Source: an optimization exercise on an open RTL-to-GDS flow (aim: small area and a short achievable clock period). Production flows keep margins and buffers that such runs may drop. Function was checked by simulation only, so behaviour that the tests miss may differ from the original.

==> v16: inputs <==
==> flow/design.v (excerpt) <==
module mips_exec_core
(
    input  logic      clock,
    input  logic      reset,
    input  logic      instr_valid,   
    input  mips_pkg::word_t     instr,
    input  mips_pkg::reg_addr_t dbg_addr,      
    output mips_pkg::word_t     result,
    output logic      zero,
    output logic      illegal,
    output mips_pkg::word_t     dbg_data
);
clock: 125.0 ns
lec_check: 0
abc_clock_period_in_ps: 40000
cap_margin: 20
cell_pad_in_sites_global_placement: 2
core_margin: 2
core_utilization: 55
place_density: 0.65
setup_slack_margin: 4
slew_margin: 20
synth_hierarchical: 1
run.sh (not shown) runs the stock make flow with config.mk's settings and CLKGATE_MAP_FILE= SYNTH_SCRIPT=/design/flow/synth_recipe.tcl, a recipe that flattens the netlist after the stock synthesis.
==> inputs of v3, as changes to v16 <==
--- a/flow/design.v
+++ b/flow/design.v
@@ -261,17 +261,18 @@
         .zr     (dv_zr),
         .zq     (dv_zq),
         .q      (q_lo)
     );
     logic        op_i, sub;
     logic [31:0] bsel, sum;
+    logic        sum31x;                  
     logic        slt_e, slt_g, z_add;
     assign op_i = instr[29];                  
     assign sub  = !op_i && instr[1];          
     assign bsel = op_i ? {{16{instr[15]}}, instr[15:0]} : (sub ? ~rt_x : rt_x);
-    alu_add      u_add  (.a(a_x), .b(bsel), .ci(sub), .s(sum));
+    alu_add      u_add  (.a(a_x), .b(bsel), .ci(sub), .s(sum), .s31x(sum31x));
     alu_add_zero u_zadd (.a(a_x), .b(bsel), .ci(sub), .z(z_add));
     logic s_sum, s_and, s_or, s_slt, s_hd, s_hm, s_ld, s_lm;
     assign s_sum = op_i || (instr[5] && !instr[2] && !instr[3]);       
     assign s_and = !op_i && instr[5] && instr[2] && !instr[0];
     assign s_or  = !op_i && instr[5] && instr[2] && instr[0];
     assign s_slt = !op_i && instr[5] && !instr[2] && instr[3];
@@ -293,13 +294,13 @@
                           .c1(s_ld), .c2(q_lo[j]), .y(late_n[j]));
         end else begin : g_nq
             c_a22oi u_l (.a1(s_sum), .a2(sum[j]), .b1(s_hd), .b2(rem_f[j]), .y(late_n[j]));
         end
         if (j == 0) begin : g_slt
             logic slt_n;
-            c_a21oi u_s (.a1(slt_g), .a2(sum[31]), .b1(slt_e), .y(slt_n));
+            c_a21oi u_s (.a1(slt_g), .a2(sum31x), .b1(slt_e), .y(slt_n));
             c_nand3 u_y (.a(late_n[j]), .b(early_n[j]), .c(slt_n), .y(y[j]));
             c_nand3 u_w (.a(late_n[j]), .b(early_n[j]), .c(slt_n), .y(y_wd[j]));
         end else begin : g_o
             c_nand2 u_y (.a(late_n[j]), .b(early_n[j]), .y(y[j]));
             c_nand2 u_w (.a(late_n[j]), .b(early_n[j]), .y(y_wd[j]));
         end
@@ -308,17 +309,17 @@
     assign ze_n = !(slt_e
                  || (s_and && ((a_x & rt_x) != '0))
                  || (s_or  && ((a_x | rt_x) != '0))
                  || (s_hm  && (hl_b != '0))
                  || (s_lm  && (hl_a != '0))
                  || (s_ld  && (hl_q != '0)));
-    c_a222oi u_zl (.a1(s_sum), .a2(!z_add), .b1(slt_g), .b2(sum[31]), .c1(s_hd), .c2(!dv_zr), .y(zl_n));
+    c_a222oi u_zl (.a1(s_sum), .a2(!z_add), .b1(slt_g), .b2(sum31x), .c1(s_hd), .c2(!dv_zr), .y(zl_n));
     c_nand2  u_zq (.a(s_ld), .b(!dv_zq), .y(zq_n));
     c_and3   u_z  (.a(zl_n), .b(zq_n), .c(ze_n), .y(zero));
 endmodule
-module alu_add (input logic [31:0] a, b, input logic ci, output logic [31:0] s);
+module alu_add (input logic [31:0] a, b, input logic ci, output logic [31:0] s, output logic s31x);
     logic p1, g2, p3, g4, p5, g6, p7, g8, p9, g10, p11, g12, p13, g14, p15, g16;
     logic p17, g18, p19, g20, p21, g22, p23, g24, p25, g26, p27, g28, p29, g30, p31, g32;
     logic p33, g34, p35, g36, p37, g38, p39, g40, p41, g42, p43, g44, p45, g46, p47, g48;
     logic p49, g50, p51, g52, p53, g54, p55, g56, p57, g58, p59, g60, p61, g62, p63, g64;
     logic G65, G66, P67, G68, P69, G70, P71, G72, P73, G74, P75, G76, P77, G78, P79, G80;
     logic P81, G82, P83, G84, P85, G86, P87, G88, P89, G90, P91, G92, P93, G94, P95, G96;
@@ -643,12 +644,13 @@
     c_xnor2 u_s26 (.a(p53), .b(G302), .y(s[26]));
     c_xnor2 u_s27 (.a(p55), .b(G303), .y(s[27]));
     c_xnor2 u_s28 (.a(p57), .b(G304), .y(s[28]));
     c_xnor2 u_s29 (.a(p59), .b(G305), .y(s[29]));
     c_xnor2 u_s30 (.a(p61), .b(G306), .y(s[30]));
     c_xnor2 u_s31 (.a(p63), .b(G307), .y(s[31]));
+    c_xnor2 u_s31x (.a(p63), .b(G307), .y(s31x));
 endmodule
 module mul32
 (
     input  logic [31:0] a,
     input  logic [31:0] b,
     output logic [63:0] p
==> flow/flow/run.sh (new file) <==
#!/bin/bash
# The standard layout (the standard.sh, all steps), except that the
# buffers ORFS puts on the input and output ports are buf_4 cells instead
# of its default delay buffer.  make's output goes to make.log here; each
# ORFS step keeps its own log under orfs/logs/.
set -euo pipefail
export BUFFER_PORTS_ARGS="-buffer_cell sky130_fd_sc_hd__buf_4"
bash standard.sh > make.log 2>&1
==> flow/standard.sh (new file) <==
#!/bin/bash
# synth_recipe.tcl (not shown) runs the flow's synth.tcl, then flattens the netlist and writes it again
# the make line also repeats each setting of config.mk as NAME=value (left out here)
make -C /OpenROAD-flow-scripts/flow DESIGN_CONFIG=/design/flow/config.mk WORK_HOME=/design/flow/orfs CLKGATE_MAP_FILE= SYNTH_SCRIPT=/design/flow/synth_recipe.tcl "${@:-finish}"
CTS_BUF_LIST = sky130_fd_sc_hd__clkbuf_8   (was default)
removed: flow/run.sh
==> summary of the runs <==
In v16 the design area is larger than in v3, by 0.37%.
Of v3 and v16, v16 has the higher register-to-register slack (gap 830 ps).
Sequential cell count is the same in v16 and v3.
Die area is about the same in v16 and v3.
First-iteration DRC count: v16 is larger than v3 (14%).
In synthesized area, v3 and v16 hardly differ.
Between v16 and v3, the lower fmax is in v16 (gap 0.43%, measured against v3).
Of v16 and v3, v3 has the higher worst hold slack (gap 18 ps).
==> figures <==
                                                                                    v3                        v16
# clk buffers                                                                      189                        140
Maximum number of pins on one net before global-route repair                        66                         77
Area of the mapped netlist                                                0.1183 sq mm               0.1183 sq mm
Total clock buffers created by CTS                                                 188                        116
Non-clk bufs                                                                       453                        449
Highest-delay cell along the critical path                    sky130_fd_sc_hd__o21ai_0  sky130_fd_sc_hd__a222oi_1
Fraction of cell area in non-clock buffers                                      2.649%                     2.835%
Area of combinational cells with multiple inputs                         0.08036 sq mm              0.08032 sq mm
Met2 Use GR                                                                     68.13%                     68.17%
Hold WS                                                                       482.2 ps                   464.0 ps
Buffers & Inverters on Critical Path                                                11                          3
Final instance area                                                       0.1284 sq mm               0.1289 sq mm
Launching point of the worst reg2reg path                                u_alu.hl_b[0]          u_regfile.vld[13]
Final-layout fill cell count                                                     17680                      17530
Max Clock Skew                                                                76.57 ps                   140.5 ps
Outcome                                                        complete, no violations    complete, no violations
CP max stage delay                                                              880 ps                    1060 ps
Die boundary height                                                           467.8 um                   467.8 um
Worst reg2reg path endpoint                                          u_regfile.rf[840]             u_alu.hl_b[31]

[static timing again, ports no longer ideal]
The results above use ideal ports. As a check the final layouts listed here were re-extracted and re-timed, cells and wires unchanged. Step 1: set_driving_cell puts a clkbuf_16 on clock and a buf_2 on each other input, an assumption about the parent block. Step 2 moves the port delays by t, midway between the first and last clock arrival at a register: inputs arrive t later, outputs are due t later. That takes back most of the time a late clock gives input paths. Three values: ideal ports, drivers, drivers and shift; two values: the first two.
run	shift t [ns]	setup WS [ns]	worst hold slack (ns)	worst slew at a driven data input, ns
v16	0.890	67.681 / 67.651 / 67.651	0.464 / 0.464 / 0.464	0.04
v3	1.046	67.929 / 67.847 / 68.353	0.482 / 0.482 / 0.482	0.25
After both steps setup and hold are still met in every run listed. The setup slack of v16, which loses most, moves by -0.030 ns with the drivers and by -0.030 ns with both steps.
